This is an optimization exercise on Yosys and OpenROAD, whose aim is small area, a short achievable clock period and few clock cycles per item, not a production implementation. At most, simulation tests tie the RTL to the original design; equivalence was not proved. Only the layout flow was run in runs 5 to 7; the RTL was not checked for function there. Power figures rest on the tool's default switching activity, not on a simulated workload.

File: flow/config.mk
export PLATFORM = sky130hd
export DESIGN_NAME = memWrDma
export DESIGN_NICKNAME = memWrDma
export VERILOG_FILES = /design/flow/design.v
export SDC_FILE = /design/flow/constraint.sdc
export NUM_CORES = 4
export LEC_CHECK = 0
export ABC_CLOCK_PERIOD_IN_PS = 3000
export CAP_MARGIN = 20
export CORE_MARGIN = 2
export CORE_UTILIZATION = 75
export CTS_BUF_LIST = sky130_fd_sc_hd__clkbuf_16
export CTS_CLUSTER_DIAMETER = 90
export CTS_CLUSTER_SIZE = 28
export PLACE_DENSITY = 0.85
export SLEW_MARGIN = 20
File: flow/constraint.sdc
create_clock -name core_clock -period 8.0 [get_ports {i_CfgClk}]
set_input_delay 1.6000 -clock core_clock [delete_from_list [all_inputs] [get_ports {i_CfgClk}]]
set_output_delay 1.6000 -clock core_clock [all_outputs]
set_load 0.01 [all_outputs]
File: flow/design.v
`default_nettype none
package memWrDma_pkg;
	typedef logic [64-1:0] hostAddr_t;
	typedef logic [32-1:0]  lclAddr_t;
	typedef logic [64-1:0]  line_t;
	typedef logic [31:0]             cfgData_t;
	typedef logic [31:0]             byteCnt_t;
	typedef logic [12-1:0]   pload_t;
	typedef logic [10-1:0]   dwLen_t;
	typedef logic [7:0]              tag_t;
	typedef logic [15:0]             reqId_t;
	typedef struct packed {
		hostAddr_t hostBase;
		lclAddr_t  lclBase;
		byteCnt_t  byteCnt;
	} xferCfg_t;
	typedef struct packed {
		hostAddr_t hostAddr;
		lclAddr_t  lclAddr;
		pload_t    pload;    
		dwLen_t    dwLen;
		tag_t      tag;
	} pktDesc_t;
	typedef enum logic [1:0] {SEG_IDLE, SEG_ISSUE, SEG_WAIT} segState_t;
	typedef enum logic [1:0] {FRM_IDLE, FRM_HDR0, FRM_HDR1, FRM_DATA} frmState_t;
endpackage
`default_nettype wire
`default_nettype none
module memWrDma
#(
	parameter int DEPTH = 6
)
(
	input  wire                           i_CfgClk,
	input  wire                           i_ARst,
	input  wire                           i_CfgCyc,
	input  wire                           i_CfgStb,
	input  wire                           i_CfgWnR,
	input  wire [3:0]                     i_CfgAddr,
	input  wire memWrDma_pkg::cfgData_t   i_CfgWrData,
	output logic                          o_CfgAck,
	output memWrDma_pkg::cfgData_t        o_CfgRdData,
	input  wire memWrDma_pkg::pload_t     i_MaxPload,
	input  wire memWrDma_pkg::reqId_t     i_RequesterId,
	output logic                          o_MemRd,
	output memWrDma_pkg::lclAddr_t        o_MemRdAddr,
	input  wire                           i_MemReady,
	input  wire                           i_MemDv,
	input  wire memWrDma_pkg::line_t      i_MemRdData,
	output logic                          o_AstTxDv,
	output logic                          o_AstTxSop,
	output logic                          o_AstTxEop,
	output memWrDma_pkg::line_t           o_AstTxData,
	input  wire                           i_AstTxReady
);
	localparam int PW = $clog2(DEPTH);
	typedef enum logic [2:0] {S_IDLE, S_HDR0, S_HDR1, S_DATA, S_TAIL} frmState_t;
	logic [31:0] ctrlReg;
	logic [63:0] hostBase;
	logic [31:0] lclBase;
	logic        busy;
	logic        busyNext;
	logic        cfgWr;
	logic        xferWr;
	logic        start;
	assign cfgWr  = i_CfgCyc & i_CfgStb & i_CfgWnR & ~o_CfgAck;
	assign xferWr = cfgWr & ~busy;
	assign start  = xferWr && (i_CfgAddr == 4'h7) && ctrlReg[0] && (i_CfgWrData[31:3] != '0);
	always_ff @(posedge i_CfgClk or posedge i_ARst)
	begin
		if (i_ARst)
		begin
			o_CfgAck <= 1'b0;
			ctrlReg  <= '0;
			hostBase <= '0;
			lclBase  <= '0;
		end
		else
		begin
			o_CfgAck <= i_CfgCyc & i_CfgStb & ~o_CfgAck;
			if (cfgWr && (i_CfgAddr == 4'h0))
				ctrlReg <= i_CfgWrData;
			if (xferWr && (i_CfgAddr == 4'h4))
				hostBase[31:0] <= i_CfgWrData;
			if (xferWr && (i_CfgAddr == 4'h5))
				hostBase[63:32] <= i_CfgWrData;
			if (xferWr && (i_CfgAddr == 4'h6))
				lclBase <= i_CfgWrData;
		end
	end
	frmState_t   state;
	logic [28:0] remLines;     
	logic [3:0]  lineOff;      
	logic [24:0] hostMid;      
	logic        crossed;      
	logic        is4Dw;        
	logic [7:0]  tagCnt;
	logic [31:0] hostHi;
	logic        remOne;
	logic        lastInPkt;
	logic [4:0]  pktLines;
	logic [4:0]  bndLines;
	assign hostHi    = hostBase[63:32] + {31'd0, crossed};
	assign remOne    = (remLines == 29'd1);
	assign lastInPkt = (lineOff == 4'hF) || remOne;
	assign bndLines  = 5'd16 - {1'b0, lineOff};
	assign pktLines  = ((remLines[28:5] == '0) && (remLines[4:0] < bndLines)) ? remLines[4:0] : bndLines;
	memWrDma_pkg::line_t fifoMem [DEPTH];
	logic [PW-1:0] wrIdx;
	logic [PW-1:0] rdIdx;
	logic          wrPh;
	logic          rdPh;
	logic          fifoEmpty;
	logic          headOk;
	memWrDma_pkg::line_t head;
	assign fifoEmpty = (wrIdx == rdIdx) && (wrPh == rdPh);
	assign headOk    = ~fifoEmpty | i_MemDv;
	assign head      = fifoEmpty ? i_MemRdData : fifoMem[rdIdx];
	always_ff @(posedge i_CfgClk)
	begin
		if (i_MemDv)
			fifoMem[wrIdx] <= i_MemRdData;
	end
	logic        load;
	logic        beatOk;
	logic        pop;
	logic        nbSop;
	logic        nbEop;
	logic [63:0] nbData;
	frmState_t   nbState;
	logic [31:0] heldDw;
	assign load = ~o_AstTxDv | i_AstTxReady;
	always_comb
	begin
		beatOk  = 1'b0;
		pop     = 1'b0;
		nbSop   = 1'b0;
		nbEop   = 1'b0;
		nbData  = head;
		nbState = state;
		case (state)
			S_HDR0:
			begin
				beatOk  = 1'b1;
				nbSop   = 1'b1;
				nbData  = {i_RequesterId, tagCnt, 8'hFF,
					3'b010 | {2'b00, is4Dw}, 5'd0, 8'd0, 6'd0, 4'd0, pktLines, 1'b0};
				nbState = S_HDR1;
			end
			S_HDR1:
				if (is4Dw)
				begin
					beatOk  = 1'b1;
					nbData  = {hostMid, lineOff, hostBase[2:0], hostHi};
					nbState = S_DATA;
				end
				else
				begin
					beatOk  = headOk;
					pop     = 1'b1;
					nbData  = {head[31:0], hostMid, lineOff, hostBase[2:0]};
					nbState = lastInPkt ? S_TAIL : S_DATA;
				end
			S_DATA:
				if (is4Dw)
				begin
					beatOk  = headOk;
					pop     = 1'b1;
					nbEop   = lastInPkt;
					nbData  = head;
					nbState = lastInPkt ? (remOne ? S_IDLE : S_HDR0) : S_DATA;
				end
				else
				begin
					beatOk  = headOk;
					pop     = 1'b1;
					nbData  = {head[31:0], heldDw};
					nbState = lastInPkt ? S_TAIL : S_DATA;
				end
			S_TAIL:
			begin
				beatOk  = 1'b1;
				nbEop   = 1'b1;
				nbData  = {32'd0, heldDw};
				nbState = (remLines == '0) ? S_IDLE : S_HDR0;
			end
			default: ;
		endcase
	end
	logic doLoad;
	logic doPop;
	assign doLoad = load & beatOk;
	assign doPop  = doLoad & pop;
	assign busyNext = start | (busy & ~((state == S_IDLE) & load));
	always_ff @(posedge i_CfgClk or posedge i_ARst)
	begin
		if (i_ARst)
		begin
			state     <= S_IDLE;
			busy      <= 1'b0;
			o_AstTxDv <= 1'b0;
			tagCnt    <= '0;
			rdIdx     <= '0;
			wrIdx     <= '0;
			rdPh      <= 1'b0;
			wrPh      <= 1'b0;
		end
		else
		begin
			busy <= busyNext;
			if (i_MemDv)
			begin
				wrIdx <= (wrIdx == PW'(DEPTH - 1)) ? '0 : wrIdx + 1'b1;
				if (wrIdx == PW'(DEPTH - 1))
					wrPh <= ~wrPh;
			end
			if (start)
				state <= S_HDR0;
			else if (doLoad)
				state <= nbState;
			if (load)
				o_AstTxDv <= beatOk;
			if (doLoad && (state == S_HDR0))
				tagCnt <= tagCnt + 1'b1;
			if (doPop)
			begin
				rdIdx <= (rdIdx == PW'(DEPTH - 1)) ? '0 : rdIdx + 1'b1;
				if (rdIdx == PW'(DEPTH - 1))
					rdPh <= ~rdPh;
			end
		end
	end
	always_ff @(posedge i_CfgClk)
	begin
		if (doLoad)
		begin
			o_AstTxData <= nbData;
			o_AstTxSop  <= nbSop;
			o_AstTxEop  <= nbEop;
		end
		if (doPop)
			heldDw <= head[63:32];
		if (!busy)
		begin
			remLines <= i_CfgWrData[31:3];
			lineOff  <= hostBase[6:3];
			hostMid  <= hostBase[31:7];
			crossed  <= 1'b0;
			is4Dw    <= |hostBase[63:32];
		end
		else if (doPop)
		begin
			remLines <= remLines - 1'b1;
			lineOff  <= lineOff + 1'b1;
			if (lineOff == 4'hF)
			begin
				hostMid <= hostMid + 1'b1;
				if (&hostMid)
				begin
					crossed <= 1'b1;
					is4Dw   <= ~&hostBase[63:32];
				end
			end
		end
	end
	logic [DEPTH-1:0] pendT;
	logic [15:0]  pendX;
	logic [28:0]  rdAddr;
	logic         memAcc;
	logic         remBig;
	logic [3:0]   remLo;
	logic         more0;     
	logic         more1;     
	logic         moreAfter;
	logic         roomAfter;
	assign memAcc = o_MemRd & i_MemReady;
	assign pendX  = 16'(pendT);
	assign remBig = |remLines[28:4];
	assign remLo  = remLines[3:0];
	assign more0  = remBig | ((remLo != 4'd0) && !pendX[remLo - 4'd1]);
	assign more1  = remBig | ((remLo > 4'd1) && !pendX[remLo - 4'd2]);
	assign moreAfter = memAcc ? more1 : more0;
	assign roomAfter = (memAcc && !doPop) ? !pendT[DEPTH-2]
	                 : (!memAcc && doPop) ? 1'b1
	                 : !pendT[DEPTH-1];
	assign o_MemRdAddr = {rdAddr, lclBase[2:0]};
	always_ff @(posedge i_CfgClk or posedge i_ARst)
	begin
		if (i_ARst)
		begin
			o_MemRd <= 1'b0;
			pendT   <= '0;
		end
		else
		begin
			if (start)
				o_MemRd <= 1'b1;
			else
				o_MemRd <= busy & moreAfter & roomAfter;
			case ({memAcc, doPop})
				2'b10:   pendT <= {pendT[DEPTH-2:0], 1'b1};
				2'b01:   pendT <= {1'b0, pendT[DEPTH-1:1]};
				default: ;
			endcase
		end
	end
	always_ff @(posedge i_CfgClk)
	begin
		if (!busy)
			rdAddr <= lclBase[31:3];
		else if (memAcc)
			rdAddr <= rdAddr + 1'b1;
	end
	always_ff @(posedge i_CfgClk)
	begin
		case (i_CfgAddr)
			4'h0:     o_CfgRdData <= ctrlReg;
			4'h1:     o_CfgRdData <= {30'd0, ~busyNext, busyNext};
			4'h4: o_CfgRdData <= hostBase[31:0];
			4'h5: o_CfgRdData <= hostBase[63:32];
			4'h6:    o_CfgRdData <= lclBase;
			4'h7:      o_CfgRdData <= busyNext ? {remLines, 3'd0} : '0;
			default:           o_CfgRdData <= '0;
		endcase
	end
endmodule
`default_nettype wire
File: flow/flow/run.sh
#!/bin/bash
# Standard layout, with the smallest buffer on every input and output port
# and timing repair aimed below the clock period
set -euo pipefail
export BUFFER_PORTS_ARGS="-buffer_cell sky130_fd_sc_hd__buf_1"
export SETUP_SLACK_MARGIN=5.15
bash standard.sh > flow_make.log 2>&1
File: flow/standard.sh
#!/bin/bash
# synth_recipe.tcl (not shown) runs the flow's synth.tcl, then flattens the netlist and writes it again
# the make line also repeats each setting of config.mk as NAME=value (left out here)
make -C /OpenROAD-flow-scripts/flow DESIGN_CONFIG=/design/flow/config.mk WORK_HOME=/design/flow/orfs CLKGATE_MAP_FILE= SYNTH_SCRIPT=/design/flow/synth_recipe.tcl "${@:-finish}"
==> results of run 1 <==
[per-layer routing]
metal,wire (µm),track usage,vias to the layer above,part of all wire
met5,11,0,-,0.00012
met4,5720,0.209,2,0.061
li1,-,-,9778,-
met2,43000,0.608,1881,0.46
met3,12000,0.0854,338,0.13
met1,32300,0.554,11400,0.35
[state kept, by name, summed over array words and instances (netlist names), 4 cells and up]
| name | cells |
|---|---|
| hostMid | 25 |
| heldDw | 32 |
| hostBase | 64 |
| o_CfgRdData | 32 |
| ctrlReg | 32 |
| fifoMem | 384 |
| tagCnt | 8 |
| remLines | 29 |
| o_AstTxData | 64 |
| rdAddr | 29 |
| lineOff | 4 |
| pendT | 6 |
| lclBase | 32 |
[power by group through the flow]
stage	Sequential (µW)	Combinational, µW	Clock [µW]
after floorplan	5710	2340	0
after global placement	5870	3500	0
after detailed placement	5930	3620	0
after CTS	5730	3960	2030
after global routing	5810	4300	2160
final	5760	4140	2040
[logic make-up (layout without fill, tap and decap cells)]
group           after synthesis  after routing  synth area share
buf+inv                     180            430            0.0220
fa+ha+maj                    18             18           0.00673
compound gates              473            475            0.0925
xor+xnor                    123            123            0.0322
flops                       760            760             0.649
mux                         277            277             0.113
other cells                   0              2                 0
simple gates                613            617            0.0851
[metrics by stage]
stage,util,cells,area (µm²)
2_1_floorplan,-,2444,33900
3_3_place_gp,0.796,3179,35100
3_5_place_dp,0.796,3179,35100
4_1_cts,0.829,3269,36600
5_1_grt,0.836,3293,36900
6_report,0.836,3294,36900
[worst min-delay path by stage]
stage | startpoint | endpoint | slack [ns] | depth (start not counted)
floorplan | crossed | crossed | 0.43 | 2
global placement | o_CfgAck | o_CfgAck | 0.42 | 1
detailed placement | o_CfgAck | o_CfgAck | 0.45 | 1
CTS | o_CfgAck | o_CfgAck | 0.47 | 1
global route | o_CfgAck | o_CfgAck | 0.50 | 1
finish | o_CfgAck | o_CfgAck | 0.47 | 1
[worst max-delay path, cell delays in order (launching register included)]
cell and delay (ns):
edfxtp_1 0.45, inv_1 0.16, ha_4 0.18, xor2_4 0.19, ha_4 0.23, a21oi_1 0.21, o21ai_0 0.14, a21o_1 0.23
a211oi_4 0.21, buf_6 0.16, mux2i_1 0.31, o211ai_1 0.18
[layout by cell type, fill, tap and decap left out, types with 7 or more instances in the layout]
cell	n
nor2_1	161
dfrtp_1	151
o221ai_1	13
dfxtp_1	33
nand3_1	65
a22o_1	8
a22oi_1	63
inv_1	44
o21ai_0	131
buf_1	251
a21boi_0	7
nor4_1	18
xor2_1	58
mux4_2	66
a21oi_1	122
nor2_2	11
buf_4	60
and3_1	21
a21o_1	19
nand2_1	202
nor4_4	7
a221oi_1	9
ha_1	14
buf_6	13
a221o_1	18
o21ai_1	7
xnor2_1	64
mux2i_1	79
nand2_2	13
mux2_2	124
clkbuf_16	35
o211ai_1	10
nand4_1	25
a222oi_1	35
edfxtp_1	570
nor3_1	20
[layout make-up]
| type | instances | area share |
|---|---|---|
| Tap cell | 592 | 0.0201 |
| Clock buffer | 35 | 0.0237 |
| Inverter | 27 | 0.00292 |
| Clock inverter | 26 | 0.00407 |
| Multi-Input combinational cell | 1510 | 0.312 |
| Timing Repair Buffer | 342 | 0.0484 |
| Sequential cell | 760 | 0.589 |
| Antenna cell | 2 | 0.000136 |
[what timing repair did]
item | in CTS | in global routing
cloned | 6 | 0
pin swaps | 10 | 4
endpoints found under the setup margin | 707 | 271
gates resized for setup | 42 | 34
setup buffers | 23 | 22
hold endpoints to repair | 0 | 0
==> out/results.ini, run 1 <==
[status]
status = no timing/DRC/antenna violations

[pwr]
p_leak_uw = 0.0131
share_seq_of_total_power = 0.482
p_total_uw = 11900
clkPwrFrac = 0.171
intPower_uw = 7530
power.switching_uw = 4400
switching_share = 0.369
worst_ir_drop_vdd_mv = 0.285
power-per-cell-area_nw_per_um2 = 324
combPwrFrac = 0.347

[clocking]
clk-insertion-delay-late_ns = 0.61
root_buffer = clkbuf_16
numCtsBuffers = 34
hold_buffers = 0
path_clk_slew_ns = 0.10
cts_tree = yes
cts_max_path_buffers = 3
h-tree-depth = 2
clock-sinks = 760

[detailed_routing]
drc = 0
antenna_left = 0
wl_mm = 93.1
avgViaCountPerCell = 7.11
dr.pass1.iters = 17
drtIter0Drc = 3713
vias = 23400
wl_per_cell_um = 28.3

[sta]
tns_ns = 0
hold_viol_final = 0
whs_ns = 0.468
worst_pin_slew_ns = 1.10
fin_worst_skew_ns = 0.0357
timing.final.setup_violations = 0
layout_setup_ws_ns = 5.05
slew_headroom = 0.259
post-route-period-util = 0.368
drv_slew = 0
fin_crit_ns = 2.95
clock.fmax_mhz = 339
rsz0062_at_grt = true

[finish]
nFillCells = 2277
area_growth_pct = 10.3
drive_gt1_frac = 0.154
multi_input_area_um2 = 11500
seqCellArea_um2 = 21700
fin_nets = 2829

[global_routing]
grt_max_degree = 104
grt_usage = 0.399
grt.overflow.total = 0
grt_pass1_vias = 22500
grt_pass1_wl_mm = 138
antenna_found_initial = 2

[critical_path]
r2r_cells = 11
crit_path_start_kind = flop
r2r_slack_ns = 5.05
startpoint = lineOff[0]
cp_max_fo = 5
endpoint = o_AstTxData[1]
arrival_ns = 3.26
r2r-start = lineOff[0]
rr_endpoint = o_AstTxData[1]
worst-setup-path-type = reg2reg
cp-end-kind = flop
critPathRequiredTime_ns = 8.32

[logic_synthesis]
netlist_area_um2 = 33400
synthArstFlopShare = 0.207
synth.area.top_cells = edfxtp_1, dfrtp_1, mux4_2
synthesis.nets = 2598
synth-seq-cells = 760
synth_area_leader_cell = edfxtp_1
synth.top_cell.area_share = 0.512
synth_edf_count = 570
synth_cell_type_count = 73
synthFlopType = edfxtp_1
synth_warnings = 1
synth_area_per_cell_um2 = 13.7
ys_seq_area_frac = 0.649
synthCells = 2444
synthMostInstantiatedCell = edfxtp_1
netlist_top_cells_count = edfxtp_1, nand2_1, nor2_1

[placement]
post-place-ws_ns = 3.88
hpwl_mm = 59.2
place_congestion = 0.921
place.port_buffers = 256

[floorplan]
die_w_um = 215
die_area_um2 = 46300
fp-row-count = 77
fp.dieH_um = 215
pin_count = 269
core-area_um2 = 44100
start_util = 0.758

[min_path]
hp-class = reg2reg

[run]
maxCapViolations = 0

Testbench counts, summed over its fixed seeds: cycles 38,242, bytes 198,928.
==> run 2: changes to the inputs <==
--- a/flow/design.v
+++ b/flow/design.v
@@ -29,5 +29,5 @@
 module memWrDma
 #(
-	parameter int DEPTH = 6
+	parameter int DEPTH = 5
 )
 (
--- a/flow/config.mk
+++ b/flow/config.mk
@@ -9,8 +9,8 @@
 export CAP_MARGIN = 20
 export CORE_MARGIN = 2
-export CORE_UTILIZATION = 75
+export CORE_UTILIZATION = 65
 export CTS_BUF_LIST = sky130_fd_sc_hd__clkbuf_16
 export CTS_CLUSTER_DIAMETER = 90
 export CTS_CLUSTER_SIZE = 28
-export PLACE_DENSITY = 0.85
+export PLACE_DENSITY = 0.75
 export SLEW_MARGIN = 20
==> out/results.ini, run 2 <==
[logic_synthesis]
synthMostInstantiatedCell = edfxtp_1
synth_edf_count = 506  ; -11%
synthFlopType = edfxtp_1
synth_cell_type_count = 88  ; +21%
synthesis.nets = 2537  ; -2.3%
synth.area.top_cells = edfxtp_1, dfrtp_1, mux2_2
ys_seq_area_frac = 0.621  ; -0.0281
synth-seq-cells = 695  ; -8.6%
netlist_top_cells_count = edfxtp_1, nor2_1, mux2_2
synthArstFlopShare = 0.224  ; +0.0179
synth_area_per_cell_um2 = 13.4  ; -2.3%
synthCells = 2379  ; -2.7%
netlist_area_um2 = 31800  ; -4.9%
synth_area_leader_cell = edfxtp_1
synth.top_cell.area_share = 0.477  ; -0.0343
synth_warnings = 1  ; unchanged

[clocking]
h-tree-depth = 1  ; -1
clk-insertion-delay-late_ns = 0.65  ; +0.04 ns
hold_buffers = 0  ; unchanged
clock-sinks = 695  ; -8.6%
numCtsBuffers = 29  ; -15%
root_buffer = clkbuf_16
path_clk_slew_ns = 0.12  ; +0.02 ns
cts_tree = yes
cts_max_path_buffers = 3  ; unchanged

[critical_path]
path_delay_family = flip-flops
max_stage_delay_ns = 0.46  ; about the same
cp-end-kind = primary output
arrival_ns = 1.27  ; -1.99 ns
critPathRequiredTime_ns = 6.40  ; -1.92 ns
cp_max_fo = 1  ; -4
r2r_slack_ns = 5.15  ; +0.10 ns
cp_slowest_cell = edfxtp_1
rr_endpoint = o_AstTxData[44]
crit_path_start_kind = flop
critical_path_buf_inv_count = 1  ; -1
startpoint = o_AstTxData[30]
worstPathCellList = clkbuf_2
worst-setup-path-type = reg2out
r2r_cells = 7  ; -4
r2r-start = rdIdx[2]

[finish]
regMostFlops = fifoMem
area_growth_pct = 12.2
fin_nets = 2795  ; -1.2%
layout_commonest_cell = edfxtp_1
antenna_cells = 0  ; -2
drive_gt1_frac = 0.186  ; +0.0320
largest_reg_flops = 320  ; -17%
final_cells = 3282  ; -0.36%
layout_common_cells = edfxtp_1, buf_1, nor2_1
final_area_um2 = 35700  ; -3.2%
reg_top3 = fifoMem (320), hostBase (64), o_AstTxData (64)
seqCellArea_um2 = 19800  ; -9.0%
nFillCells = 3265  ; +43%
multi_input_area_um2 = 11700  ; +1.7%

[min_path]
hold_depth = 1  ; unchanged
hp-class = reg2reg
hp-start = o_CfgAck
hold_path_end = o_CfgAck

[pwr]
power-per-cell-area_nw_per_um2 = 300  ; -7.3%
worst_ir_drop_vdd_mv = 0.240  ; -16%
p_leak_uw = 0.0131  ; -0.27%

[status]
status = no timing/DRC/antenna violations

[detailed_routing]
dr.pass1.iters = 7  ; -10
antenna_left = 0  ; unchanged
drc = 0  ; unchanged
vias = 22800  ; -2.8%
drtIter0Drc = 3346  ; -9.9%
wl_mm = 91.7  ; -1.5%
avgViaCountPerCell = 6.94  ; -2.4%
wl_per_cell_um = 27.9  ; -1.1%

[sta]
clock.fmax_mhz = 349  ; +2.7%
worst_pin_slew_ns = 1.11  ; +0.00665 ns
fin_worst_skew_ns = 0.0466  ; +0.0109 ns
tns_ns = 0  ; unchanged
hold_viol_final = 0  ; unchanged
post-route-period-util = 0.359  ; -0.00977
layout_setup_ws_ns = 5.13  ; +0.0781 ns
fin_crit_ns = 2.87  ; -0.0781 ns
rsz0062_at_grt = true
timing.final.setup_violations = 0  ; unchanged
drv_slew = 0  ; unchanged
slew_headroom = 0.257  ; -0.00236

[global_routing]
grt.overflow.total = 0  ; unchanged
grt_max_degree = 157  ; +51%
grt_pass1_wl_mm = 135  ; -2.2%
grt_usage = 0.354  ; -0.0457
antenna_found_initial = 1  ; -1
grt_pass1_vias = 21900  ; -2.9%

[placement]
place_congestion = 0.914  ; -0.76%
post-place-ws_ns = 3.70  ; -0.179 ns
hpwl_mm = 59.1  ; about the same
place.port_buffers = 256  ; unchanged
placed_cells = 3132  ; -1.5%
placed_cell_area_um2 = 33600  ; -4.4%

[run]
maxCapViolations = 0  ; unchanged

[floorplan]
start_util = 0.654  ; -0.104
core-area_um2 = 48600  ; +10%
fp.dieH_um = 225  ; +4.7%
die_area_um2 = 50800  ; +9.6%
pin_count = 269  ; unchanged
fp-row-count = 81  ; +5.2%
die_w_um = 225  ; +4.7%

[run 2: power breakdown]
group	internal, µW	switching [µW]	leakage (µW)	total [µW]
Sequential	4800	438	0.00718	5240
Combinational	1560	2110	0.00543	3660
Clock	697	1110	0.000494	1810
[run 2: cells by family (layout without fill, tap and decap cells)]
family | after synthesis | in the layout | synth area share
and+or+nand+nor | 577 | 578 | 0.0901
xor gates and xnor gates | 113 | 113 | 0.0311
muxes | 265 | 265 | 0.115
DFF | 695 | 695 | 0.621
buffers and inverters | 236 | 515 | 0.0306
adders and majority gates | 22 | 22 | 0.00865
AOI/OAI and AO/OA | 471 | 472 | 0.104
[run 2: how the worst max path moves through the flow]
stage                            endpoint  cells after the start
final                     o_AstTxData[30]                      1
after global routing      o_AstTxData[30]                      1
after CTS                  o_AstTxData[5]                      7
after detailed placement     hostBase[29]                      7
after global placement     fifoMem[2][31]                      4
after floorplan             fifoMem[4][0]                      2
[run 2: what timing repair did]
item,CTS,global route
setup buffers,63,27
resized for setup,64,50
pin swaps,13,16
cloned,4,2
endpoints found under the setup margin,642,182
endpoints found under the hold margin,0,0
[run 2: metal layers]
metal / routed length [µm] / share of wire / GRT usage
met5: 14 / 0.00015 / 0
met4: 3010 / 0.033 / 0.111
met3: 9920 / 0.11 / 0.0505
met2: 42700 / 0.47 / 0.550
met1: 36000 / 0.39 / 0.524
[run 2: final cells by class]
class / count / area share
tap: 622 / 0.0218
clock buffer: 30 / 0.0210
multi-input combinational: 1450 / 0.328
clock inverter: 24 / 0.00322
timing repair buffer: 387 / 0.0637
inverter: 73 / 0.00855
sequential: 695 / 0.554
timing repair inverter: 1 / 0.000210
[run 2: per-stage QoR]
step	hold slack, ns	power, µW	utilization
floorplan	0.441	7370	-
global route	0.463	11100	0.734
finish	0.445	10700	0.734
global placement	0.430	8380	0.690
detailed placement	0.431	8480	0.691
CTS	0.448	10500	0.725
Testbench counts of run 2, summed over its fixed seeds: cycles 40,842, bytes 198,928.
==> run 3: changes to the inputs <==
--- a/flow/design.v
+++ b/flow/design.v
@@ -29,5 +29,5 @@
 module memWrDma
 #(
-	parameter int DEPTH = 5
+	parameter int DEPTH = 6
 )
 (
==> out/results.ini, run 3 <==
[clocking]
numCtsBuffers = 35  ; +21%
root_buffer = clkbuf_16
cts_max_path_buffers = 3  ; unchanged
cts_tree = yes
clk-insertion-delay-late_ns = 0.60  ; -0.05 ns
h-tree-depth = 2  ; +1
path_clk_slew_ns = 0.11  ; about the same
clock-sinks = 760  ; +9.4%
hold_buffers = 0  ; unchanged

[floorplan]
die_w_um = 231  ; +2.5%
die_area_um2 = 53300  ; +5.0%
fp-row-count = 83  ; +2.5%
pin_count = 269  ; unchanged
fp.dieH_um = 231  ; +2.5%
start_util = 0.655  ; about the same
core-area_um2 = 51100  ; +5.0%

[min_path]
hp-start = o_CfgAck
hold_depth = 1  ; unchanged
hp-class = reg2reg
hold_path_end = o_CfgAck

[placement]
place_congestion = 0.914  ; about the same
place.port_buffers = 256  ; unchanged
placed_cells = 3271  ; +4.4%
hpwl_mm = 59.3  ; +0.33%

[logic_synthesis]
synth.area.top_cells = edfxtp_1, dfrtp_1, mux4_2
synthesis.nets = 2598  ; +2.4%
netlist_top_cells_count = edfxtp_1, nand2_1, nor2_1
synth_warnings = 1  ; unchanged
synthCells = 2444  ; +2.7%
synthFlopType = edfxtp_1
synth_area_leader_cell = edfxtp_1
netlist_area_um2 = 33400  ; +5.1%
synth_area_per_cell_um2 = 13.7  ; +2.3%
synth.top_cell.area_share = 0.512  ; +0.0343
synth-seq-cells = 760  ; +9.4%
synth_edf_count = 570  ; +13%
ys_seq_area_frac = 0.649  ; +0.0281
synth_cell_type_count = 73  ; -17%
synthMostInstantiatedCell = edfxtp_1
synthArstFlopShare = 0.207  ; -0.0179

[global_routing]
grt_pass1_wl_mm = 135  ; +0.40%
antenna_found_initial = 2  ; +1
grt_max_degree = 91  ; -42%
grt_usage = 0.340  ; -0.0134
grt.overflow.total = 0  ; unchanged
grt_pass1_vias = 21700  ; -0.84%
use_met3 = 0.0514  ; +0.000927
grt-busiest-layer = met2
gr-usage-met1 = 0.497  ; -0.0270
use_met2 = 0.526  ; -0.0240

[finish]
drive_gt1_frac = 0.166  ; -0.0209
fin_nets = 2845  ; +1.8%
reg_top3 = fifoMem (384), hostBase (64), o_AstTxData (64)
layout_commonest_cell = edfxtp_1
nFillCells = 3335  ; +2.1%
regMostFlops = fifoMem
largest_reg_flops = 384  ; +20%
area_growth_pct = 11.4
layout_common_cells = edfxtp_1, buf_1, nand2_1
fin_util = 0.729  ; -0.00507
final_cells = 3395  ; +3.4%

[critical_path]
critPathRequiredTime_ns = 8.43  ; +2.03 ns
cp_slowest_cell = nor4_1
critical_path_buf_inv_count = 1  ; unchanged
r2r_slack_ns = 5.14  ; about the same
r2r-start = remLines[18]
cp_max_fo = 6  ; +5
path_delay_family = simple AND/OR/NAND/NOR gates
cp-end-kind = flop
r2r_cells = 6  ; -1
rr_endpoint = o_AstTxData[5]
worst-setup-path-type = reg2reg
max_stage_delay_ns = 0.88  ; +0.42 ns
worstPathCellList = nor4_1 > nand4_4 > a211oi_4 > buf_6 > mux2_2 > o211ai_1
crit_path_start_kind = flop
arrival_ns = 3.29  ; +2.02 ns

[detailed_routing]
wl_mm = 91.2  ; -0.55%
antenna_left = 0  ; unchanged
wl_per_cell_um = 26.9  ; -3.9%
vias = 22700  ; -0.19%
avgViaCountPerCell = 6.70  ; -3.5%
drc = 0  ; unchanged
drtIter0Drc = 3452  ; +3.2%
dr.pass1.iters = 13  ; +6

[sta]
hold_viol_final = 0  ; unchanged
fin_worst_skew_ns = 0.0332  ; -0.0134 ns
drv_slew = 0  ; unchanged
rsz0062_at_grt = true
worst_pin_slew_ns = 1.22  ; +0.116 ns
slew_headroom = 0.176  ; -0.0804
fin_crit_ns = 2.86  ; -0.0109 ns
timing.final.setup_violations = 0  ; unchanged
clock.fmax_mhz = 350  ; +0.38%
post-route-period-util = 0.357  ; -0.00136
tns_ns = 0  ; unchanged

[pwr]
worst_ir_drop_vdd_mv = 0.197  ; -18%
p_leak_uw = 0.0132  ; +1.1%
power-per-cell-area_nw_per_um2 = 321  ; +7.0%

[run]
maxCapViolations = 0  ; unchanged

[status]
status = no timing/DRC/antenna violations

run 3: cell count changes in the layout (fill, tap and decap cells not counted), sizes merged, moves of 17 or more:
| cell | previous run | this run |
|---|---|---|
| buf | 367 | 345 |
| mux2i | 39 | 79 |
| inv | 94 | 41 |
| a221o | 46 | 18 |
| o21ai | 83 | 140 |
| nand2 | 121 | 217 |
| a21oi | 140 | 122 |
| mux2 | 165 | 132 |
| a222oi | 52 | 35 |
| xor2 | 35 | 59 |
| edfxtp | 506 | 570 |
| nor4 | 53 | 29 |
| a22oi | 8 | 63 |
run 3: report_power, final:
| group | total, µW | leakage [µW] | switching, µW | internal, µW |
|---|---|---|---|---|
| Sequential | 5730 | 0.00778 | 465 | 5270 |
| Clock | 2130 | 0.000563 | 1230 | 895 |
| Combinational | 4100 | 0.00491 | 2630 | 1460 |
| Total | 12000 | 0.0132 | 4330 | 7620 |
run 3: worst max-delay path by stage:
stage / start / depth (start not counted) / slack, ns / end
floorplan: i_AstTxReady / 7 / 4.26 / hostMid[0]
global placement: i_MemDv / 5 / 3.87 / hostMid[16]
detailed placement: i_MemDv / 5 / 3.82 / hostMid[14]
CTS: remLines[1] / 8 / 5.04 / remLines[27]
global route: remLines[22] / 8 / 5.10 / o_AstTxData[5]
finish: remLines[18] / 6 / 5.14 / o_AstTxData[5]
run 3: timing repair:
action,in CTS,in global routing
endpoints found under the hold margin,0,0
endpoints found under the setup margin,596,258
gates resized for setup,40,60
pin swaps,11,15
cloned,6,1
setup buffers,25,31
run 3: worst register-to-register path: stages, from the launching register on:
cell,delay (ns)
edfxtp_1,0.50
nor4_1,0.88
nand4_4,0.30
a211oi_4,0.32
buf_6,0.15
mux2_2,0.36
o211ai_1,0.19
run 3: layer usage:
layer | up-vias | wire [µm]
met3 | 207 | 9120
met2 | 1368 | 42400
met5 | - | 0
met4 | 0 | 4120
li1 | 9796 | -
met1 | 11400 | 35600
run 3: logic make-up (layout without fill, tap and decap cells):
family                   Yosys count  count (layout)  synth area share
flip-flops                       760             760             0.649
multiplexers                     277             277             0.113
adder cells (fa/ha/maj)           18              18           0.00673
other                              0               3                 0
XOR/XNOR                         123             123            0.0322
AND/OR/NAND/NOR                  613             617            0.0851
buffers and inverters            180             442            0.0220
AO/OA/AOI/OAI                    473             475            0.0925
run 3: cell type report:
cell class	count	area, µm²	area share
diodes	3	7.51	0.000202
flip-flops and latches	760	21700	0.583
clock buffers	35	876	0.0235
inverters	27	108	0.00289
repair buffers	357	1950	0.0524
clock inverters	23	204	0.00548
well taps	680	851	0.0228
multi-input cells	1510	11500	0.309
run 3: metrics by stage:
stage          hold WS, ns  setup slack (ns)  total power, µW  area [µm²]
3_5_place_dp         0.437              3.82             9570       35300
6_report             0.453              5.14            12000       37200
5_1_grt              0.497              5.10            12400       37200
4_1_cts              0.453              5.04            11800       36800
3_3_place_gp         0.426              3.87             9430       35300
2_1_floorplan        0.432              4.26             8050       33900
Testbench counts of run 3, summed over its fixed seeds: cycles 38,242, bytes 198,928.
==> run 4: changes to the inputs <==
--- a/flow/flow/run.sh
+++ b/flow/flow/run.sh
@@ -4,4 +4,4 @@
 set -euo pipefail
 export BUFFER_PORTS_ARGS="-buffer_cell sky130_fd_sc_hd__buf_1"
-export SETUP_SLACK_MARGIN=5.15
+export SETUP_SLACK_MARGIN=5.3
 bash standard.sh > flow_make.log 2>&1
--- a/flow/config.mk
+++ b/flow/config.mk
@@ -9,8 +9,7 @@
 export CAP_MARGIN = 20
 export CORE_MARGIN = 2
-export CORE_UTILIZATION = 65
+export CORE_UTILIZATION = 40
 export CTS_BUF_LIST = sky130_fd_sc_hd__clkbuf_16
-export CTS_CLUSTER_DIAMETER = 90
-export CTS_CLUSTER_SIZE = 28
-export PLACE_DENSITY = 0.75
+export CTS_CLUSTER_DIAMETER = 80
+export CTS_CLUSTER_SIZE = 24
 export SLEW_MARGIN = 20
==> out/results.ini, run 4 <==
[status]
status = no timing/DRC/antenna violations

[finish]
regMostFlops = fifoMem
reg_top3 = fifoMem (384), hostBase (64), o_AstTxData (64)
largest_reg_flops = 384  ; unchanged
layout_common_cells = edfxtp_1, nand2_1, nor2_1
area_growth_pct = 20.5
drive_gt1_frac = 0.271  ; +0.106
layout_commonest_cell = edfxtp_1
fin_nets = 2924  ; +2.8%
fin_util = 0.484  ; -0.245
final_cells = 3884  ; +14%

[placement]
place_congestion = 0.872  ; -4.6%
placed_cells = 3661  ; +12%
place.port_buffers = 256  ; unchanged
hpwl_mm = 64.4  ; +8.6%

[clocking]
hold_buffers = 0  ; unchanged
h-tree-depth = 2  ; unchanged
clock-sinks = 760  ; unchanged
path_clk_slew_ns = 0.10  ; about the same
cts_tree = yes
cts_max_path_buffers = 3  ; unchanged
clk-insertion-delay-late_ns = 0.63  ; +0.03 ns
numCtsBuffers = 41  ; +17%
root_buffer = clkbuf_16

[logic_synthesis]
synth_cell_type_count = 73  ; unchanged
synth_area_per_cell_um2 = 13.7  ; unchanged
ys_seq_area_frac = 0.649  ; unchanged
synth.top_cell.area_share = 0.512  ; unchanged
synth_warnings = 1  ; unchanged
netlist_area_um2 = 33400  ; unchanged
synthMostInstantiatedCell = edfxtp_1
synthCells = 2444  ; unchanged
netlist_top_cells_count = edfxtp_1, nand2_1, nor2_1
synth-seq-cells = 760  ; unchanged
synth_edf_count = 570  ; unchanged
synthesis.nets = 2598  ; unchanged
synthFlopType = edfxtp_1
synth.area.top_cells = edfxtp_1, dfrtp_1, mux4_2
synthArstFlopShare = 0.207  ; unchanged
synth_area_leader_cell = edfxtp_1

[min_path]
hp-class = reg2reg

[global_routing]
grt_max_degree = 158  ; +74%
grt.overflow.total = 0  ; unchanged
grt_pass1_vias = 22200  ; +2.3%
grt_usage = 0.235  ; -0.105
antenna_found_initial = 8  ; +6
grt_pass1_wl_mm = 151  ; +12%

[sta]
drv_slew = 0  ; unchanged
slew_headroom = 0.403  ; +0.227
rsz0062_at_grt = true
whs_ns = 0.480  ; +0.0274 ns
timing.final.setup_violations = 0  ; unchanged
clock.fmax_mhz = 349  ; -0.33%
fin_worst_skew_ns = 0.0360  ; +0.00280 ns
post-route-period-util = 0.358  ; +0.00119
hold_viol_final = 0  ; unchanged
worst_pin_slew_ns = 0.895  ; -0.327 ns
fin_crit_ns = 2.87  ; +0.00955 ns
tns_ns = 0  ; unchanged

[floorplan]
die_w_um = 293  ; +27%
start_util = 0.402  ; -0.253
fp.dieH_um = 293  ; +27%
pin_count = 269  ; unchanged
fp-row-count = 106  ; +28%
die_area_um2 = 86000  ; +61%
core-area_um2 = 83300  ; +63%

[critical_path]
crit_path_start_kind = flop
cp-end-kind = primary output
cp_slowest_cell = edfxtp_1
critPathRequiredTime_ns = 6.40  ; -2.03 ns
path_delay_family = flip-flops
critical_path_buf_inv_count = 1  ; unchanged
arrival_ns = 1.27  ; -2.02 ns
worstPathCellList = clkbuf_2
max_stage_delay_ns = 0.47  ; -0.41 ns
cp_max_fo = 1  ; -5
worst-setup-path-type = reg2out

[detailed_routing]
drtIter0Drc = 2838  ; -18%
antenna_left = 0  ; unchanged
drc = 0  ; unchanged
avgViaCountPerCell = 5.89  ; -12%
vias = 22900  ; +0.69%
wl_mm = 104  ; +15%
dr.pass1.iters = 8  ; -5
wl_per_cell_um = 26.9  ; about the same

[pwr]
power-per-cell-area_nw_per_um2 = 313  ; -2.4%
p_leak_uw = 0.0150  ; +14%
worst_ir_drop_vdd_mv = 0.210  ; +6.8%

[run]
maxCapViolations = 0  ; unchanged

run 4: cell counts after synthesis:
No cell type changed its count.
run 4: path summary, 6_finish.rpt:
check                           startpoint  slack (ns)               to  cells after the start
setup / recovery           o_AstTxData[45]        5.13  o_AstTxData[45]                      1
hold / removal                   tagCnt[7]        0.48        tagCnt[7]                      1
setup reg to reg                  rdIdx[0]        5.20         pendT[1]                     10
hold reg to reg                  tagCnt[7]        0.48        tagCnt[7]                      1
max in group asynchronous           i_ARst        6.01         rdIdx[1]                      3
min in group asynchronous           i_ARst        1.26       ctrlReg[3]                      3
run 4: worst reg2reg max path, stage by stage (launching register included):
cell	delay [ns]
dfrtp_4	0.52
xor2_4	0.16
or4_4	0.55
o41a_4	0.51
buf_16	0.14
o211a_4	0.20
inv_8	0.12
ha_4	0.23
buf_6	0.14
nand2_1	0.05
o21ai_1	0.06
run 4: metal layers:
metal  share of wire  vias up  wire, µm  global-route usage
met4           0.030        4      3140              0.0662
met2            0.47     1138     49300               0.378
met3           0.078      153      8120              0.0321
li1                -     9985         -                   -
met1            0.42    11600     43900               0.336
met5         0.00022        -        23                   0
run 4: layout make-up:
class,instances,area [µm²]
diodes,6,15.0
clock inverters,29,214
multi-input cells,1514,12700
well taps,1080,1350
fillers,7142,43000
repair buffers,426,3130
flip-flops and latches,760,21800
inverters,27,113
clock buffers,42,1050
run 4: logic make-up (layout without fill, tap and decap cells):
kind of cell,Yosys count,in the layout,synth area share
flops,760,760,0.649
simple gates,613,621,0.0851
mux,277,277,0.113
compound gates,473,475,0.0925
fa+ha+maj,18,18,0.00673
other cells,0,6,0
xor+xnor,123,123,0.0322
buf+inv,180,524,0.0220
run 4: report_power, final:
part	internal [µW]	switching, µW	total (µW)
clock network	996	1350	2340
registers	5270	490	5760
logic	1780	2750	4530
total	8040	4580	12600
run 4: repair_timing:
| item | in CTS | in global routing |
|---|---|---|
| pin swaps | 33 | 25 |
| hold endpoints to repair | 0 | 0 |
| endpoints found under the setup margin | 824 | 439 |
| gates cloned | 14 | 6 |
| setup buffers | 90 | 36 |
| resized for setup | 193 | 257 |
run 4: stage by stage:
stage	worst slack [ns]	power [µW]	cell area [µm²]
finish	5.13	12600	40300
global route	5.10	13100	40300
global placement	2.92	9490	36200
CTS	5.09	12400	39100
detailed placement	2.82	9580	36200
floorplan	4.26	8090	34400
==> run 5: changes to the inputs <==
--- a/flow/design.v
+++ b/flow/design.v
@@ -56,4 +56,12 @@
 	localparam int PW = $clog2(DEPTH);
 	typedef enum logic [2:0] {S_IDLE, S_HDR0, S_HDR1, S_DATA, S_TAIL} frmState_t;
+	logic [31:0] ctrlQ;
+	logic [31:0] hostLoQ;
+	logic [31:0] hostHiQ;
+	logic [31:0] lclQ;
+	logic        ctrlV;
+	logic        hostLoV;
+	logic        hostHiV;
+	logic        lclV;
 	logic [31:0] ctrlReg;
 	logic [63:0] hostBase;
@@ -64,7 +72,18 @@
 	logic        xferWr;
 	logic        start;
-	assign cfgWr  = i_CfgCyc & i_CfgStb & i_CfgWnR & ~o_CfgAck;
-	assign xferWr = cfgWr & ~busy;
+	logic        wrCtrl;
+	logic        wrHostLo;
+	logic        wrHostHi;
+	logic        wrLcl;
+	assign cfgWr    = i_CfgCyc & i_CfgStb & i_CfgWnR & ~o_CfgAck;
+	assign xferWr   = cfgWr & ~busy;
+	assign wrCtrl   = cfgWr && (i_CfgAddr == 4'h0);
+	assign wrHostLo = xferWr && (i_CfgAddr == 4'h4);
+	assign wrHostHi = xferWr && (i_CfgAddr == 4'h5);
+	assign wrLcl    = xferWr && (i_CfgAddr == 4'h6);
 	assign start  = xferWr && (i_CfgAddr == 4'h7) && ctrlReg[0] && (i_CfgWrData[31:3] != '0);
+	assign ctrlReg  = ctrlQ & {32{ctrlV}};
+	assign hostBase = {hostHiQ & {32{hostHiV}}, hostLoQ & {32{hostLoV}}};
+	assign lclBase  = lclQ & {32{lclV}};
 	always_ff @(posedge i_CfgClk or posedge i_ARst)
 	begin
@@ -72,21 +91,33 @@
 		begin
 			o_CfgAck <= 1'b0;
-			ctrlReg  <= '0;
-			hostBase <= '0;
-			lclBase  <= '0;
+			ctrlV    <= 1'b0;
+			hostLoV  <= 1'b0;
+			hostHiV  <= 1'b0;
+			lclV     <= 1'b0;
 		end
 		else
 		begin
 			o_CfgAck <= i_CfgCyc & i_CfgStb & ~o_CfgAck;
-			if (cfgWr && (i_CfgAddr == 4'h0))
-				ctrlReg <= i_CfgWrData;
-			if (xferWr && (i_CfgAddr == 4'h4))
-				hostBase[31:0] <= i_CfgWrData;
-			if (xferWr && (i_CfgAddr == 4'h5))
-				hostBase[63:32] <= i_CfgWrData;
-			if (xferWr && (i_CfgAddr == 4'h6))
-				lclBase <= i_CfgWrData;
+			if (wrCtrl)
+				ctrlV <= 1'b1;
+			if (wrHostLo)
+				hostLoV <= 1'b1;
+			if (wrHostHi)
+				hostHiV <= 1'b1;
+			if (wrLcl)
+				lclV <= 1'b1;
 		end
 	end
+	always_ff @(posedge i_CfgClk)
+	begin
+		if (wrCtrl)
+			ctrlQ <= i_CfgWrData;
+		if (wrHostLo)
+			hostLoQ <= i_CfgWrData;
+		if (wrHostHi)
+			hostHiQ <= i_CfgWrData;
+		if (wrLcl)
+			lclQ <= i_CfgWrData;
+	end
 	frmState_t   state;
 	logic [28:0] remLines;     
--- a/flow/flow/run.sh
+++ b/flow/flow/run.sh
@@ -4,4 +4,4 @@
 set -euo pipefail
 export BUFFER_PORTS_ARGS="-buffer_cell sky130_fd_sc_hd__buf_1"
-export SETUP_SLACK_MARGIN=5.3
+export SETUP_SLACK_MARGIN=5.15
 bash standard.sh > flow_make.log 2>&1
--- a/flow/config.mk
+++ b/flow/config.mk
@@ -9,7 +9,8 @@
 export CAP_MARGIN = 20
 export CORE_MARGIN = 2
-export CORE_UTILIZATION = 40
+export CORE_UTILIZATION = 65
 export CTS_BUF_LIST = sky130_fd_sc_hd__clkbuf_16
-export CTS_CLUSTER_DIAMETER = 80
-export CTS_CLUSTER_SIZE = 24
+export CTS_CLUSTER_DIAMETER = 90
+export CTS_CLUSTER_SIZE = 28
+export PLACE_DENSITY = 0.75
 export SLEW_MARGIN = 20
==> out/results.ini, run 5 <==
[floorplan]
fp-row-count = 82  ; -23%
die_w_um = 230  ; -22%
pin_count = 269  ; unchanged
die_area_um2 = 52700  ; -39%
core-area_um2 = 50200  ; -40%
fp.dieH_um = 230  ; -22%
start_util = 0.659  ; +0.258

[critical_path]
crit_path_start_kind = flop
cp-end-kind = primary output
endpoint = o_MemRdAddr[2]
critPathRequiredTime_ns = 6.40  ; about the same
r2r-start = rdIdx[0]
arrival_ns = 1.33  ; +0.06 ns
worst-setup-path-type = reg2out
r2r_cells = 8  ; -2
r2r_slack_ns = 5.12  ; -0.08 ns
rr_endpoint = o_AstTxData[1]
startpoint = lclV
cp_max_fo = 5  ; +4

[run]
maxCapViolations = 0  ; unchanged

[logic_synthesis]
synth_area_leader_cell = edfxtp_1
synthMostInstantiatedCell = edfxtp_1
synth_warnings = 1  ; unchanged
synthesis.nets = 2542  ; -2.2%
netlist_top_cells_count = edfxtp_1, nand2_1, o21ai_0
synth_area_per_cell_um2 = 13.8  ; +1.2%
synth_cell_type_count = 67  ; -8.2%
synth-seq-cells = 764  ; +0.53%
synthCells = 2388  ; -2.3%
synthFlopType = edfxtp_1
ys_seq_area_frac = 0.679  ; +0.0298
synth.top_cell.area_share = 0.634  ; +0.122
synth_edf_count = 698  ; +22%
synthArstFlopShare = 0.0432  ; -0.163
netlist_area_um2 = 33100  ; -1.1%
synth.area.top_cells = edfxtp_1, mux4_2, nand2_1

[global_routing]
grt_pass1_wl_mm = 146  ; -3.3%
grt_usage = 0.380  ; +0.144
antenna_found_initial = 13  ; +5
grt.overflow.total = 0  ; unchanged
grt_pass1_vias = 22100  ; -0.44%
grt_max_degree = 76  ; -52%

[pwr]
power-per-cell-area_nw_per_um2 = 318  ; +1.4%
worst_ir_drop_vdd_mv = 0.283  ; +35%
clkPwrFrac = 0.183  ; -0.002
p_leak_uw = 0.0125  ; -17%
share_seq_of_total_power = 0.473  ; +0.017
combPwrFrac = 0.344  ; -0.014
intPower_uw = 7690  ; -4.4%
power.switching_uw = 4230  ; -7.7%
switching_share = 0.355  ; -0.00804

[detailed_routing]
wl_per_cell_um = 29.9  ; +11%
wl_mm = 101  ; -3.5%
vias = 23200  ; +1.5%
avgViaCountPerCell = 6.90  ; +17%
drtIter0Drc = 3766  ; +33%
dr.pass1.iters = 8  ; unchanged
antenna_left = 0  ; unchanged
drc = 0  ; unchanged

[finish]
final_area_um2 = 37500  ; -6.9%
reg_top3 = fifoMem (384), o_AstTxData (64)
area_growth_pct = 13.5
regMostFlops = fifoMem
drive_gt1_frac = 0.139  ; -0.132
largest_reg_flops = 384  ; unchanged
layout_common_cells = edfxtp_1, nand2_1, buf_1
nFillCells = 3143  ; -56%
layout_commonest_cell = edfxtp_1
fin_nets = 2824  ; -3.4%

[placement]
place.port_buffers = 256  ; unchanged
hpwl_mm = 63.7  ; -1.0%
place_congestion = 0.963  ; +10%
placed_cell_area_um2 = 34900  ; -3.4%

[clocking]
path_clk_slew_ns = 0.10  ; about the same
numCtsBuffers = 35  ; -15%
hold_buffers = 0  ; unchanged
h-tree-depth = 2  ; unchanged
clk-insertion-delay-late_ns = 0.60  ; -0.03 ns
clock-sinks = 764  ; +0.53%
cts_tree = yes
root_buffer = clkbuf_16
cts_max_path_buffers = 3  ; unchanged

[sta]
slew_headroom = 0.391  ; -0.0128
fin_crit_ns = 2.93  ; +0.0608 ns
whs_ns = 0.488  ; +0.00729 ns
timing.final.setup_violations = 0  ; unchanged
post-route-period-util = 0.366  ; +0.00760
clock.fmax_mhz = 341  ; -2.1%
rsz0062_at_grt = true
worst_pin_slew_ns = 0.913  ; +0.0182 ns
drv_slew = 0  ; unchanged
hold_viol_final = 0  ; unchanged
fin_worst_skew_ns = 0.0391  ; +0.00309 ns
tns_ns = 0  ; unchanged

[min_path]
hp-class = reg2reg

[status]
status = no timing/DRC/antenna violations

-- run 5: cell count changes after synthesis, sizes merged, moves of 15 or more --
cell,delta
edfxtp,+128
nor2,-57
o22ai,+15
mux2,-129
xnor2,+19
a221oi,+24
o221ai,+29
a21o,-15
dfrtp,-124
nand2,+97
xor2,-19
a22oi,-58
o21ai,+32
a21oi,-23
-- run 5: cells by family (layout without fill, tap and decap cells) --
kind of cell	Yosys count	after routing	share of synthesized area
AO/OA/AOI/OAI	480	481	0.0960
XOR/XNOR	123	123	0.0326
adder cells (fa/ha/maj)	18	18	0.00681
buffers and inverters	173	465	0.0201
flip-flops	764	764	0.679
multiplexers	152	152	0.0711
other	0	8	0
AND/OR/NAND/NOR	678	687	0.0947
-- run 5: what timing repair did --
| item | 4_1_cts | 5_1_grt |
|---|---|---|
| gates cloned | 10 | 3 |
| buffers inserted | 47 | 37 |
| endpoints found under the setup margin | 665 | 269 |
| pin swaps | 22 | 14 |
| gates resized for setup | 104 | 42 |
-- run 5: per-layer routing --
metal	part of all wire	routed length (µm)	track usage	vias to the layer above
met5	0.00034	34	0	-
li1	-	-	-	9818
met1	0.34	34400	0.510	11300
met4	0.063	6350	0.190	6
met3	0.13	13000	0.0864	305
met2	0.47	47000	0.591	1809
-- run 5: power groups by stage --
stage,Sequential (µW),Combinational (µW),Clock [µW]
3_5_place_dp,5760,3520,0
6_report,5640,4100,2180
2_1_floorplan,5660,2260,0
5_1_grt,5690,4300,2310
3_3_place_gp,5720,3440,0
4_1_cts,5620,3880,2190
-- run 5: area by class of cell --
| type | instances | area [µm²] | share of cell area |
|---|---|---|---|
| antenna | 8 | 20.0 | 0.000533 |
| clock buffer | 38 | 951 | 0.0253 |
| clock inverter | 19 | 175 | 0.00467 |
| inverter | 26 | 103 | 0.00273 |
| multi-input combinational | 1461 | 10700 | 0.286 |
| sequential | 764 | 22500 | 0.598 |
| tap | 672 | 841 | 0.0224 |
| timing repair buffer | 382 | 2260 | 0.0602 |
-- run 5: how the worst min path moves through the flow --
| stage | from | end | depth (start not counted) |
|---|---|---|---|
| after floorplan | ctrlQ[1] | o_CfgRdData[1] | 2 |
| after global placement | ctrlQ[21] | o_CfgRdData[21] | 1 |
| after detailed placement | ctrlQ[15] | o_CfgRdData[15] | 1 |
| after CTS | ctrlQ[21] | o_CfgRdData[21] | 1 |
| after global routing | ctrlQ[26] | o_CfgRdData[26] | 1 |
| final | ctrlQ[21] | o_CfgRdData[21] | 1 |
-- run 5: critical path, cell delays in order, from the launching register on --
cell and delay [ns]:
dfrtp_2 0.46, and2_4 0.17, buf_6 0.11
-- run 5: through the flow --
stage               utilization  setup slack, ns  cells  power, µW
floorplan                     -             4.30   2388       7920
global placement          0.696             3.82   3208       9160
detailed placement        0.696             3.79   3208       9280
CTS                       0.738             5.06   3322      11700
global route              0.748             5.04   3367      12300
finish                    0.748             5.07   3370      11900
==> run 6: changes to the inputs <==
--- a/flow/design.v
+++ b/flow/design.v
@@ -343,16 +343,34 @@
 			rdAddr <= rdAddr + 1'b1;
 	end
-	always_ff @(posedge i_CfgClk)
+	logic [31:0] rdWord;
+	logic        rdValid;
+	always_comb
 	begin
-		case (i_CfgAddr)
-			4'h0:     o_CfgRdData <= ctrlReg;
-			4'h1:     o_CfgRdData <= {30'd0, ~busyNext, busyNext};
-			4'h4: o_CfgRdData <= hostBase[31:0];
-			4'h5: o_CfgRdData <= hostBase[63:32];
-			4'h6:    o_CfgRdData <= lclBase;
-			4'h7:      o_CfgRdData <= busyNext ? {remLines, 3'd0} : '0;
-			default:           o_CfgRdData <= '0;
+		case (i_CfgAddr[1:0])
+			2'd0:    rdWord = hostLoQ;
+			2'd1:    rdWord = hostHiQ;
+			2'd2:    rdWord = lclQ;
+			default: rdWord = {remLines, 3'd0};
+		endcase
+		case (i_CfgAddr[1:0])
+			2'd0:    rdValid = hostLoV;
+			2'd1:    rdValid = hostHiV;
+			2'd2:    rdValid = lclV;
+			default: rdValid = busyNext;
 		endcase
 	end
+	always_ff @(posedge i_CfgClk)
+	begin
+		if (i_CfgAddr[3])
+			o_CfgRdData <= '0;
+		else if (i_CfgAddr[2])
+			o_CfgRdData <= rdValid ? rdWord : '0;
+		else if (i_CfgAddr[1:0] == 2'd0)
+			o_CfgRdData <= ctrlReg;
+		else if (i_CfgAddr[1:0] == 2'd1)
+			o_CfgRdData <= {30'd0, ~busyNext, busyNext};
+		else
+			o_CfgRdData <= '0;
+	end
 endmodule
 `default_nettype wire
==> flow/flow/run.sh (replaced) <==
#!/bin/bash
# Standard layout, with the smallest buffer on every input and output port
set -euo pipefail
export BUFFER_PORTS_ARGS="-buffer_cell sky130_fd_sc_hd__buf_1"
bash standard.sh > flow_make.log 2>&1
--- a/flow/config.mk
+++ b/flow/config.mk
@@ -14,3 +14,4 @@
 export CTS_CLUSTER_SIZE = 28
 export PLACE_DENSITY = 0.75
+export SETUP_SLACK_MARGIN = 5
 export SLEW_MARGIN = 20
==> out/results.ini, run 6 <==
[global_routing]
grt_max_degree = 84  ; +11%
antenna_found_initial = 3  ; -10
grt_pass1_wl_mm = 134  ; -8.0%
grt_usage = 0.348  ; -0.0322
grt.overflow.total = 0  ; unchanged
grt_pass1_vias = 21000  ; -5.0%

[clocking]
numCtsBuffers = 35  ; unchanged
clock-sinks = 764  ; unchanged
root_buffer = clkbuf_16
cts_tree = yes
cts_max_path_buffers = 3  ; unchanged
h-tree-depth = 2  ; unchanged
path_clk_slew_ns = 0.11  ; about the same
clk-insertion-delay-late_ns = 0.60  ; about the same

[pwr]
power-per-cell-area_nw_per_um2 = 306  ; -3.6%
p_leak_uw = 0.0121  ; -3.0%
worst_ir_drop_vdd_mv = 0.243  ; -14%
p_total_uw = 11300  ; -5.3%

[finish]
layout_commonest_cell = edfxtp_1
reg_top3 = fifoMem (384), o_AstTxData (64)
area_growth_pct = 11.8
fin_util = 0.735  ; -0.0129
fin_nets = 2673  ; -5.3%
regMostFlops = fifoMem
largest_reg_flops = 384  ; unchanged
nFillCells = 3211  ; +2.2%
layout_common_cells = edfxtp_1, nand2_1, buf_1
drive_gt1_frac = 0.133  ; -0.00683

[floorplan]
die_area_um2 = 52600  ; -0.19%
fp-row-count = 82  ; unchanged
pin_count = 269  ; unchanged
die_w_um = 229  ; about the same
core-area_um2 = 50200  ; unchanged
fp.dieH_um = 229  ; about the same
start_util = 0.658  ; -0.00130

[sta]
hold_viol_final = 0  ; unchanged
fin_worst_skew_ns = 0.0248  ; -0.0143 ns
worst_pin_slew_ns = 1.03  ; +0.112 ns
post-route-period-util = 0.380  ; +0.0143
slew_headroom = 0.309  ; -0.0811
rsz0062_at_grt = true
tns_ns = 0  ; unchanged
timing.final.setup_violations = 0  ; unchanged
clock.fmax_mhz = 329  ; -3.8%
fin_crit_ns = 3.04  ; +0.115 ns
drv_slew = 0  ; unchanged

[min_path]
hp-class = reg2reg

[detailed_routing]
wl_met3_mm = 11.7  ; -9.9%
top_layer = met5
dr.pass1.iters = 11  ; +3
drtIter0Drc = 3407  ; -9.5%
wl_mm = 92.1  ; -8.6%
avgViaCountPerCell = 6.79  ; -1.5%
antenna_left = 0  ; unchanged
wl_per_cell_um = 28.6  ; -4.3%
vias = 21900  ; -5.9%
drc = 0  ; unchanged
m1WireLength_mm = 34.6  ; +0.57%
wl_met2_mm = 42.9  ; -8.9%

[logic_synthesis]
ys_seq_area_frac = 0.680  ; +0.00134
synthArstFlopShare = 0.0432  ; unchanged
synth.area.top_cells = edfxtp_1, mux4_2, nand2_1
synth_area_per_cell_um2 = 14.5  ; +4.9%
synth_edf_count = 698  ; unchanged
synthCells = 2273  ; -4.8%
synthesis.nets = 2427  ; -4.5%
synth_warnings = 1  ; unchanged
synthFlopType = edfxtp_1
synth_cell_type_count = 67  ; unchanged
netlist_area_um2 = 33000  ; -0.20%
netlist_top_cells_count = edfxtp_1, nand2_1, o21ai_0
synth_area_leader_cell = edfxtp_1
synthMostInstantiatedCell = edfxtp_1
synth.top_cell.area_share = 0.635  ; +0.00125
synth-seq-cells = 764  ; unchanged

[status]
status = no timing/DRC/antenna violations

[placement]
place.port_buffers = 256  ; unchanged
hpwl_mm = 59.4  ; -6.7%
place_congestion = 0.924  ; -4.0%

[critical_path]
cp-end-kind = flop
worst-setup-path-type = in2reg
arrival_ns = 3.53  ; +2.20 ns
crit_path_start_kind = input pin
cp_max_fo = 8  ; +3
critPathRequiredTime_ns = 8.49  ; +2.09 ns

[run]
maxCapViolations = 0  ; unchanged

run 6: cell count changes after synthesis, sizes merged, moves of 24 or more:
cell    delta
o221ai    -32
a21oi     -42
a221oi    -25
a22o      +46
mux4      +29
o21ai     +25
clkbuf    -26
nand3     -30
xor2      +24
nand2     -38
run 6: cell type report:
type	count	area (µm²)	share of cell area
repair buffers	337	1930	0.0522
flip-flops and latches	764	22500	0.609
clock inverters	23	138	0.00373
multi-input cells	1355	10400	0.283
repair inverters	1	11.3	0.000305
diodes	3	7.51	0.000203
clock buffers	37	926	0.0251
well taps	672	841	0.0228
inverters	25	136	0.00370
run 6: worst max-delay path, stage by stage:
cell and delay (ns):
buf_4 0.15, nor4_4 0.27, nand4_1 0.30, nor2_2 0.25, or3_4 0.18, buf_6 0.11
a41oi_4 0.19, buf_12 0.24, a22o_1 0.23
run 6: what timing repair did:
item                       in CTS  in global routing
setup endpoints to repair     566                265
gates cloned                    6                  3
gates resized for setup        80                 50
buffers inserted               33                 11
pin swaps                      19                 18
hold buffers                    0                  0
run 6: worst paths after layout:
kind,from,slack [ns],endpoint,cells past startpoint
worst max-delay path,i_CfgWrData[8],4.96,o_CfgRdData[7],9
worst min-delay path,ctrlQ[13],0.48,o_CfgRdData[13],1
worst max register to register,state[2],5.00,o_AstTxData[1],8
worst min register to register,ctrlQ[13],0.48,o_CfgRdData[13],1
max in group asynchronous,i_ARst,6.46,rdIdx[2],3
min in group asynchronous,i_ARst,1.09,o_CfgAck,3
run 6: cells by family (layout without fill, tap and decap cells):
logic type / Yosys count / after routing / share of synthesized area
compound gates: 426 / 427 / 0.0841
xor+xnor: 124 / 124 / 0.0329
fa+ha+maj: 18 / 18 / 0.00682
buf+inv: 159 / 423 / 0.0200
flops: 764 / 764 / 0.680
mux: 175 / 175 / 0.0896
other cells: 0 / 3 / 0
simple gates: 607 / 611 / 0.0864
run 6: through the flow:
stage / instance area, µm² / cells / setup slack [ns] / hold slack (ns)
2_1_floorplan: 33300 / 2273 / 4.19 / 0.418
3_3_place_gp: 34800 / 3100 / 3.50 / 0.444
3_5_place_dp: 34800 / 3100 / 3.44 / 0.452
4_1_cts: 36600 / 3199 / 4.96 / 0.478
5_1_grt: 36900 / 3215 / 4.96 / 0.495
6_report: 36900 / 3217 / 4.96 / 0.477
run 6: report_power, final:
part | switching [µW] | internal, µW | leakage [µW]
Combinational | 2200 | 1320 | 0.00429
Sequential | 421 | 5230 | 0.00729
Clock | 1250 | 870 | 0.000567
run 6: metal layers:
layer  vias up  GRT usage
met5         -          0
met4         2      0.115
met3       170     0.0961
met2      1431      0.531
met1     10900      0.491
li1       9311          -
==> run 7: changes to the inputs <==
==> flow/flow/run.sh (replaced) <==
#!/bin/bash
# Standard layout, with the smallest buffer on every input and output port
# and timing repair aimed below the clock period
set -euo pipefail
export BUFFER_PORTS_ARGS="-buffer_cell sky130_fd_sc_hd__buf_1"
export SETUP_SLACK_MARGIN=5.15
bash standard.sh > flow_make.log 2>&1
--- a/flow/config.mk
+++ b/flow/config.mk
@@ -14,4 +14,3 @@
 export CTS_CLUSTER_SIZE = 28
 export PLACE_DENSITY = 0.75
-export SETUP_SLACK_MARGIN = 5
 export SLEW_MARGIN = 20
==> out/results.ini, run 7 <==
[critical_path]
max_stage_delay_ns = 0.31  ; about the same
worstPathCellList = buf_6 > nor4_4 > nand4_1 > nor2_2 > or3_4 > a41oi_4 > buf_12 > clkbuf_16 > a22o_1
critical_path_buf_inv_count = 3  ; unchanged
path_delay_family = simple AND/OR/NAND/NOR gates
r2r_slack_ns = 5.15  ; +0.15 ns
crit_path_start_kind = input pin
rr_endpoint = o_AstTxData[26]
cp-end-kind = flop

[floorplan]
die_w_um = 229  ; unchanged
die_area_um2 = 52600  ; unchanged
start_util = 0.658  ; unchanged
fp.dieH_um = 229  ; unchanged

[logic_synthesis]
synth_cell_type_count = 67  ; unchanged
synth_edf_count = 698  ; unchanged
synthMostInstantiatedCell = edfxtp_1
synthArstFlopShare = 0.0432  ; unchanged
synth_warnings = 1  ; unchanged
ys_seq_area_frac = 0.680  ; unchanged
synth.area.top_cells = edfxtp_1, mux4_2, nand2_1
netlist_top_cells_count = edfxtp_1, nand2_1, o21ai_0
synth_area_per_cell_um2 = 14.5  ; unchanged
netlist_area_um2 = 33000  ; unchanged
synth.top_cell.area_share = 0.635  ; unchanged
synthFlopType = edfxtp_1
synthesis.nets = 2427  ; unchanged

[global_routing]
grt_pass1_wl_mm = 135  ; +0.13%
gr-usage-met1 = 0.515  ; +0.0238
grt.overflow.total = 0  ; unchanged
use_met3 = 0.0702  ; -0.0259
antenna_found_initial = 5  ; +2
grt_usage = 0.347  ; -0.000368
grt_pass1_vias = 20800  ; -0.69%
grt-busiest-layer = met2

[min_path]
hp-class = reg2reg
hold_path_end = o_CfgRdData[15]
hold_depth = 1  ; unchanged

[sta]
worst_pin_slew_ns = 1.13  ; +0.106 ns
fin_crit_ns = 2.93  ; -0.118 ns
whs_ns = 0.474  ; -0.00294 ns
timing.final.setup_violations = 0  ; unchanged
layout_setup_ws_ns = 5.07  ; +0.118 ns
tns_ns = 0  ; unchanged

[pwr]
power-per-cell-area_nw_per_um2 = 308  ; +0.65%
p_leak_uw = 0.0125  ; +2.8%

[clocking]
cts_max_path_buffers = 3  ; unchanged
clk-insertion-delay-late_ns = 0.60  ; about the same
clock-sinks = 764  ; unchanged
numCtsBuffers = 36  ; +2.9%
root_buffer = clkbuf_16
h-tree-depth = 2  ; unchanged
path_clk_slew_ns = 0.10  ; about the same

[run]
maxCapViolations = 0  ; unchanged

[placement]
placed_cells = 3102  ; +0.065%
post-place-ws_ns = 3.67  ; +0.233 ns
hpwl_mm = 58.9  ; -0.95%

[finish]
layout_common_cells = edfxtp_1, nand2_1, buf_1
reg_top3 = fifoMem (384), o_AstTxData (64)
nFillCells = 3068  ; -4.5%
final_cells = 3258  ; +1.3%
regMostFlops = fifoMem
final_area_um2 = 37600  ; +1.8%
largest_reg_flops = 384  ; unchanged
area_growth_pct = 13.9
fin_nets = 2716  ; +1.6%

[detailed_routing]
wl_mm = 93.1  ; +1.0%
antenna_left = 0  ; unchanged
vias = 22200  ; +1.4%
avgViaCountPerCell = 6.80  ; +0.14%
dr.pass1.iters = 10  ; -1
wl_per_cell_um = 28.6  ; -0.22%

[status]
status = no timing/DRC/antenna violations

-- run 7: cell count changes in the layout (fill, tap and decap cells not counted), sizes merged --
cell      previous run  this run
bufbuf               1         3
clkbuf              42        54
and2                12        11
clkinvlp             1         3
bufinv               0         1
buf                331       361
clkinv               7         8
inv                 41        37
nor2               109       107
a41oi                2         1
or3                 10        11
-- run 7: kinds of logic after synthesis --
logic type      count (synthesis)  synth area share
flops                         764             0.680
simple gates                  607            0.0864
compound gates                426            0.0841
mux                           175            0.0896
buf+inv                       159            0.0200
xor+xnor                      124            0.0329
fa+ha+maj                      18           0.00682
-- run 7: cell type report --
cell class                      count  share of cell area
Antenna cell                        3            0.000200
Clock inverter                     22             0.00506
Sequential cell                   764               0.598
Timing Repair Buffer              381              0.0647
Timing Repair inverter              2            0.000533
Multi-Input combinational cell   1352               0.281
Clock buffer                       37              0.0246
Tap cell                          672              0.0224
Inverter                           25             0.00363
-- run 7: stage by stage --
step / utilization / power, µW
floorplan: - / 7710
global placement: 0.695 / 8800
detailed placement: 0.696 / 8900
CTS: 0.737 / 11300
global route: 0.749 / 12000
finish: 0.749 / 11600
-- run 7: per-layer routing --
layer  up-vias  share of wire
li1       9394              -
met1     11000           0.38
met4         4          0.035
met3       216           0.12
met5         -        0.00028
met2      1516           0.46
-- run 7: what timing repair did --
action	4_1_cts	5_1_grt
cloned	7	5
resized for setup	99	81
pin swaps	17	19
setup endpoints to repair	637	139
buffers inserted	49	32
-- run 7: worst max-delay path by stage --
stage | cells past startpoint | slack (ns) | start | to
6_report | 9 | 5.07 | i_CfgWrData[9] | o_CfgRdData[12]
5_1_grt | 2 | 5.03 | lclV | o_MemRdAddr[2]
4_1_cts | 4 | 5.03 | i_CfgAddr[0] | hostHiQ[10]
3_5_place_dp | 4 | 3.67 | i_MemDv | fifoMem[5][20]
3_3_place_gp | 7 | 3.61 | i_CfgWrData[3] | o_CfgRdData[8]
2_1_floorplan | 2 | 4.19 | i_MemDv | fifoMem[5][0]
-- run 7: report_power, final --
group	leakage, µW	switching (µW)	internal, µW
combinational	0.00463	2320	1480
clock	0.000567	1270	910
sequential	0.00728	366	5230

Setup slack of run 7, layout unchanged: 5.075 ns with ideal ports, 5.020 ns with driving cells assumed (clock clkbuf_16, inputs buf_2), 4.453 ns with port delays also shifted by the 0.651 ns mid clock arrival.
